This is an optimization exercise on Yosys and OpenROAD, whose aim is small area, a short achievable clock period and few clock cycles, not a production implementation.
Function was checked by simulation only, so behaviour that the tests miss may differ from the original.

## attn_top
module attn_top (
  input  logic clk,
  input  logic reset_n,
  input  logic dut_valid,
  output logic dut_ready,
  output logic [16-1:0] sram_input_read_address,
  input  logic [32-1:0] sram_input_read_data,
  output logic [16-1:0] sram_weight_read_address,
  input  logic [32-1:0] sram_weight_read_data,
  output logic [16-1:0] sram_result_read_address,
  input  logic [32-1:0] sram_result_read_data,
  output logic                    sram_result_write_enable,
  output logic [16-1:0] sram_result_write_address,
  output logic [32-1:0] sram_result_write_data,
  output logic [16-1:0] sram_scratchpad_read_address,
  input  logic [32-1:0] sram_scratchpad_read_data,
  output logic                    sram_scratchpad_write_enable,
  output logic [16-1:0] sram_scratchpad_write_address,
  output logic [32-1:0] sram_scratchpad_write_data
);
  logic       busy;         
  logic       busy_nx;
  logic       dims_req;     
  logic       dims_wait;    
  logic [5:0] n_m1, d_m1, e_m1;
  logic        running;
  logic [1:0]  pass;
  logic [5:0]  i_cnt, j_cnt, k_cnt;
  logic [12:0] a_addr;            
  logic [13:0] b_addr, b_start;   
  logic f1, f2, f3, s1;
  logic w1, w2, w3;
  logic k1, k2, k3;
  logic z1, z2, z3, z4;
  logic [2:0] qk_age;   
  logic [31:0] op_a, op_b, acc;
  logic        res_we, scr_we;
  logic [13:0] res_wa;
  logic [11:0] scr_wa;
  logic       is_s;
  ...
==> flow/config.mk <==
export PLATFORM = sky130hd
export DESIGN_NAME = attn_top
export DESIGN_NICKNAME = attn_top
export VERILOG_FILES = /design/flow/design.v
export SDC_FILE = /design/flow/constraint.sdc
export NUM_CORES = 4
export LEC_CHECK = 0
export ABC_AREA = 1
export CAP_MARGIN = 20
export CORE_MARGIN = 2
export CORE_UTILIZATION = 60
export CTS_CLUSTER_DIAMETER = 100
export CTS_CLUSTER_SIZE = 24
export SLEW_MARGIN = 20
==> flow/constraint.sdc <==
create_clock -name core_clock -period 16.0 [get_ports {clk}]
set_input_delay 3.2000 -clock core_clock [delete_from_list [all_inputs] [get_ports {clk}]]
set_output_delay 3.2000 -clock core_clock [all_outputs]
set_load 0.01 [all_outputs]
standard.sh (not shown) runs the stock make flow with config.mk's settings and CLKGATE_MAP_FILE= SYNTH_SCRIPT=/design/flow/synth_recipe.tcl, a recipe that flattens the netlist after the stock synthesis.
==> flow/flow/run.sh <==
#!/bin/bash
set -euo pipefail
export BUFFER_PORTS_ARGS="-buffer_cell sky130_fd_sc_hd__buf_1"
export SETUP_SLACK_MARGIN=11.68
bash standard.sh > standard.log 2>&1
Testbench counts at the start, summed over its fixed seeds: cycles 256,851.
Edit:
==> flow/flow/run.sh (replaced) <==
#!/bin/bash
set -euo pipefail
export BUFFER_PORTS_ARGS="-buffer_cell sky130_fd_sc_hd__buf_2"
export SETUP_SLACK_MARGIN=11.75
bash standard.sh > standard.log 2>&1
=>
- The new run produced a clean layout
- clock-buffer cell count increases by 2
- wire length increases by 2.5%
- utilization increases by 3.7 points
- design area increases by 5.7%
- worst setup slack improves by 34 ps
- via count increases by 1.7%
- final cell count increases by 1.7%
- die area does not change
Edit:
--- a/flow/flow/run.sh
+++ b/flow/flow/run.sh
@@ -4 +4 @@
-export SETUP_SLACK_MARGIN=11.75
+export SETUP_SLACK_MARGIN=11.65
Outcome: The new run produced a clean layout. Final cell count fell by 1.9%. Clock-buffer cell count came out higher by 2. Clock skew drops by 13 ps. Core utilization is lower by 3.4 points. Via count went down by 1.2%. Routed wire length fell by 2.4%. Register-to-register slack got worse by 80 ps.

---

Setup of v55:
Starting RTL as in the previous note.
Settings: LEC_CHECK=0, ABC_AREA=1, CAP_MARGIN=20, CORE_MARGIN=2, CORE_UTILIZATION=60, CTS_CLUSTER_DIAMETER=100, CTS_CLUSTER_SIZE=24, SLEW_MARGIN=20; clock period 16.0 ns.
==> flow/flow/run.sh <==
#!/bin/bash
set -euo pipefail
export BUFFER_PORTS_ARGS="-buffer_cell sky130_fd_sc_hd__buf_2"
export SETUP_SLACK_MARGIN=11.6
bash standard.sh > standard.log 2>&1
v55 ran to completion and came out clean on the timing, design-rule and antenna checks.
Testbench counts of v55, summed over its fixed seeds: cycles 256,851.
Inputs modified between v55 and v29:
# v55
export LEC_CHECK = 0
export ABC_AREA = 1
export CAP_MARGIN = 20
export CORE_MARGIN = 2
export CORE_UTILIZATION = 60
export CTS_CLUSTER_DIAMETER = 100
export CTS_CLUSTER_SIZE = 24
export SLEW_MARGIN = 20
create_clock -name core_clock -period 16.0 [get_ports {clk}]
# v29
export LEC_CHECK = 0
export ABC_AREA = 1
export CAP_MARGIN = 20
export CORE_MARGIN = 2
export CORE_UTILIZATION = 70
export CTS_CLUSTER_DIAMETER = 100
export CTS_CLUSTER_SIZE = 24
export SLEW_MARGIN = 20
create_clock -name core_clock -period 16.0 [get_ports {clk}]
==> flow/flow/run.sh <==
#!/bin/bash
set -euo pipefail
export BUFFER_PORTS_ARGS="-buffer_cell sky130_fd_sc_hd__buf_1"
export SETUP_SLACK_MARGIN=11.7
bash standard.sh > standard.log 2>&1
### Flow results
v29 vs v55, count of nets after finishing went up by 16.
In summary, v29 completed successfully, with a layout that passed the timing, design-rule and antenna checks.
Cmp v29 and v55 / post-synthesis to final-layout area growth / higher: v55
v55 → v29: setup slack went up 72 ps, normalized max-slew margin went up 6.1 points.
Compared with v55, placement density in the core of v29 is higher.
On post-layout instance area, v29 and v55 are neck and neck.
For die area, dividing the value from v29 by the value from v55 gives 0.860.
Edits applied to the flow inputs when going from v29 to v45:
# v29
export LEC_CHECK = 0
export ABC_AREA = 1
export CAP_MARGIN = 20
export CORE_MARGIN = 2
export CORE_UTILIZATION = 70
export CTS_CLUSTER_DIAMETER = 100
export CTS_CLUSTER_SIZE = 24
export SLEW_MARGIN = 20
create_clock -name core_clock -period 16.0 [get_ports {clk}]
# v45
export LEC_CHECK = 0
export ABC_AREA = 1
export CAP_MARGIN = 20
export CORE_MARGIN = 2
export CORE_UTILIZATION = 60
export CTS_CLUSTER_DIAMETER = 100
export CTS_CLUSTER_SIZE = 24
export SLEW_MARGIN = 20
create_clock -name core_clock -period 16.0 [get_ports {clk}]
==> flow/flow/run.sh <==
#!/bin/bash
set -euo pipefail
export BUFFER_PORTS_ARGS="-buffer_cell sky130_fd_sc_hd__buf_2"
export SETUP_SLACK_MARGIN=11.7
bash standard.sh > standard.log 2>&1
==> run notes <==
Utilization, v45 and v29: larger value in v29. The higher via density per instance came out of v29. Number of signal-net buffers in the layout was lower in v45 than in v29. Compared with v29, v45 shows a total wirelength of the detailed-routed design that is about 1.2% higher. Looking at end of the critical path, the sram_result_read_address[7] result is from v45; the sram_result_read_address[0] one comes from v29. Multi-input gate share of total cell area, v45 and v29: lower on v45. v45 completed every stage of the flow, and the final layout passed the timing, design-rule and antenna checks.
Input-level comparison between v41 and v45:
# v45
export LEC_CHECK = 0
export ABC_AREA = 1
export CAP_MARGIN = 20
export CORE_MARGIN = 2
export CORE_UTILIZATION = 60
export CTS_CLUSTER_DIAMETER = 100
export CTS_CLUSTER_SIZE = 24
export SLEW_MARGIN = 20
create_clock -name core_clock -period 16.0 [get_ports {clk}]
# v41
export LEC_CHECK = 0
export ABC_AREA = 1
export CAP_MARGIN = 20
export CORE_MARGIN = 2
export CORE_UTILIZATION = 60
export CTS_CLUSTER_DIAMETER = 100
export CTS_CLUSTER_SIZE = 26
export SLEW_MARGIN = 20
create_clock -name core_clock -period 16.0 [get_ports {clk}]
==> flow/flow/run.sh <==
#!/bin/bash
set -euo pipefail
export BUFFER_PORTS_ARGS="-buffer_cell sky130_fd_sc_hd__buf_1"
export SETUP_SLACK_MARGIN=11.7
bash standard.sh > standard.log 2>&1
Notes after the runs:
Minimum clock period after layout | v41 above v45
| post-route fraction of the period consumed by the critical path | v41 vs v45 | ≈ equal |
Diff v45 -> v41 | clock-buffer cell count | down by a few percent
met3 routed wirelength across v45 and v41: no real change.
v41 reports a lower final design instance area without fill than v45 does.
Overall global routing resource usage delta for v41 relative to v45: 0.52 points lower
Compared with v45, v41 shows buffer share of cell area lower by 0.60 points.
#### Input delta (v35 over v41)
# v41
export LEC_CHECK = 0
export ABC_AREA = 1
export CAP_MARGIN = 20
export CORE_MARGIN = 2
export CORE_UTILIZATION = 60
export CTS_CLUSTER_DIAMETER = 100
export CTS_CLUSTER_SIZE = 26
export SLEW_MARGIN = 20
create_clock -name core_clock -period 16.0 [get_ports {clk}]
# v35
export LEC_CHECK = 0
export ABC_AREA = 1
export CAP_MARGIN = 20
export CORE_MARGIN = 2
export CORE_UTILIZATION = 60
export CTS_CLUSTER_DIAMETER = 100
export CTS_CLUSTER_SIZE = 24
export PLACE_DENSITY = 0.7
export SLEW_MARGIN = 20
create_clock -name core_clock -period 16.0 [get_ports {clk}]
==> run notes <==
- Going from v41 to v35, routed length per placed instance climbed about 1.6%, setup slack went down.
- | non-clock buffer instance count of the final layout | v35 vs v41 | 3 lower |
- Critical path's largest stage delay was higher in v41 than in v35.
- Of v41 and v35, the run reporting the lower worst reg-to-reg setup slack was v35.
- For number of cells after detailed placement, v41 and v35 come out practically identical.
Setup changes, v35 to v14
# v35
export LEC_CHECK = 0
export ABC_AREA = 1
export CAP_MARGIN = 20
export CORE_MARGIN = 2
export CORE_UTILIZATION = 60
export CTS_CLUSTER_DIAMETER = 100
export CTS_CLUSTER_SIZE = 24
export PLACE_DENSITY = 0.7
export SLEW_MARGIN = 20
create_clock -name core_clock -period 16.0 [get_ports {clk}]
# v14
export LEC_CHECK = 0
export ABC_AREA = 1
export CAP_MARGIN = 20
export CORE_MARGIN = 2
export CORE_UTILIZATION = 60
export CTS_CLUSTER_DIAMETER = 100
export CTS_CLUSTER_SIZE = 24
export SLEW_MARGIN = 20
create_clock -name core_clock -period 16.0 [get_ports {clk}]
==> run notes <==
- Relative to v35, the number of clock buffers in the layout of v14 is lower by 11%.
- [compare] base=v35 new=v14: layout buffer count excluding clock buffers rose 2.9%; global routing usage on met3 rose 0.80 points; number of standard cells in the layout, taps in and fillers out about even; via count fell 1.2%.

---

attn_top, a different RTL version from the one above (not shown whole).
Size in the first run: about 350 flip-flops, ~290 I/O pins.
export LEC_CHECK = 0
export ABC_AREA = 1
export CAP_MARGIN = 20
export CORE_MARGIN = 2
export CORE_UTILIZATION = 60
export CTS_CLUSTER_DIAMETER = 100
export CTS_CLUSTER_SIZE = 24
export SLEW_MARGIN = 20
create_clock -name core_clock -period 16.0 [get_ports {clk}]
==> flow/flow/run.sh <==
#!/bin/bash
set -euo pipefail
export BUFFER_PORTS_ARGS="-buffer_cell sky130_fd_sc_hd__buf_1"
export SETUP_SLACK_MARGIN=11.8
bash standard.sh > standard.log 2>&1
The baseline completed with no timing, DRC or antenna violations.
Testbench counts at the start, summed over its fixed seeds: cycles 256,851.
==> next run, changes <==
--- a/flow/flow/run.sh
+++ b/flow/flow/run.sh
@@ -4 +4 @@
-export SETUP_SLACK_MARGIN=11.8
+export SETUP_SLACK_MARGIN=11.9
- CTS_CLUSTER_DIAMETER: 100 -> 80
- CTS_CLUSTER_SIZE: 24 -> 28
The new run produced a clean layout.
Die area is unchanged.
Setup slack gets worse by 0.045 ns.
First-iteration DRC count fell by 2.7%.
Clock skew went up by 0.017 ns.
Synthesized area is unchanged.
Critical path depth does not change.
Cell count goes up by about 0.55%.
Routed wire length is higher by 0.70%.

==> port drivers added, routing unchanged <==
In the flow no input, the clock included, has a driving cell. The finished layouts below were timed again as built, in two steps.
Step 1 assumes that a clkbuf_16 drives the clock port and a buf_2 every other input.
Step 2 moves the port delays by t, midway between the first and last clock arrival at a register: inputs arrive t later, outputs are due t later. That takes back most of the time a late clock gives input paths.
Slacks: ideal ports / drivers / drivers and shift; pairs: ideal ports / drivers.
run | t, ns | slack for setup (ns) | hold slack, ns | clock arrival spread, ns | cell pins on the clock port's net
the first run of note 1 | 0.590 | 11.704 / 11.650 / 11.326 | 0.332 / 0.332 / 0.332 | 0.029 / 0.030 | 1
the second run of note 1 | 0.609 | 11.738 / 11.679 / 11.422 | 0.340 / 0.340 / 0.340 | 0.032 / 0.032 | 1
the third run of note 1 | 0.596 | 11.679 / 11.619 / 11.340 | 0.335 / 0.335 / 0.335 | 0.018 / 0.018 | 1
v55 | 0.595 | 11.639 / 11.576 / 11.282 | 0.333 / 0.333 / 0.333 | 0.028 / 0.028 | 1
v29 | 0.591 | 11.711 / 11.652 / 11.343 | 0.335 / 0.335 / 0.335 | 0.044 / 0.044 | 1
v45 | 0.595 | 11.723 / 11.667 / 11.339 | 0.339 / 0.339 / 0.339 | 0.040 / 0.039 | 1
v41 | 0.597 | 11.716 / 11.656 / 11.345 | 0.335 / 0.335 / 0.335 | 0.030 / 0.030 | 1
v35 | 0.601 | 11.708 / 11.651 / 11.393 | 0.337 / 0.337 / 0.337 | 0.017 / 0.017 | 1
v14 | 0.592 | 11.721 / 11.667 / 11.322 | 0.331 / 0.331 / 0.331 | 0.033 / 0.034 | 1
the first run of note 3 | 0.592 | 11.729 / 11.669 / 11.367 | 0.329 / 0.329 / 0.329 | 0.034 / 0.034 | 1
the second run of note 3 | 0.634 | 11.684 / 11.625 / 11.365 | 0.326 / 0.326 / 0.326 | 0.050 / 0.050 | 1
After both steps every run listed still meets setup and hold. The setup slack of v14, which loses most, moves by -0.054 ns with the drivers and by -0.399 ns with both steps.
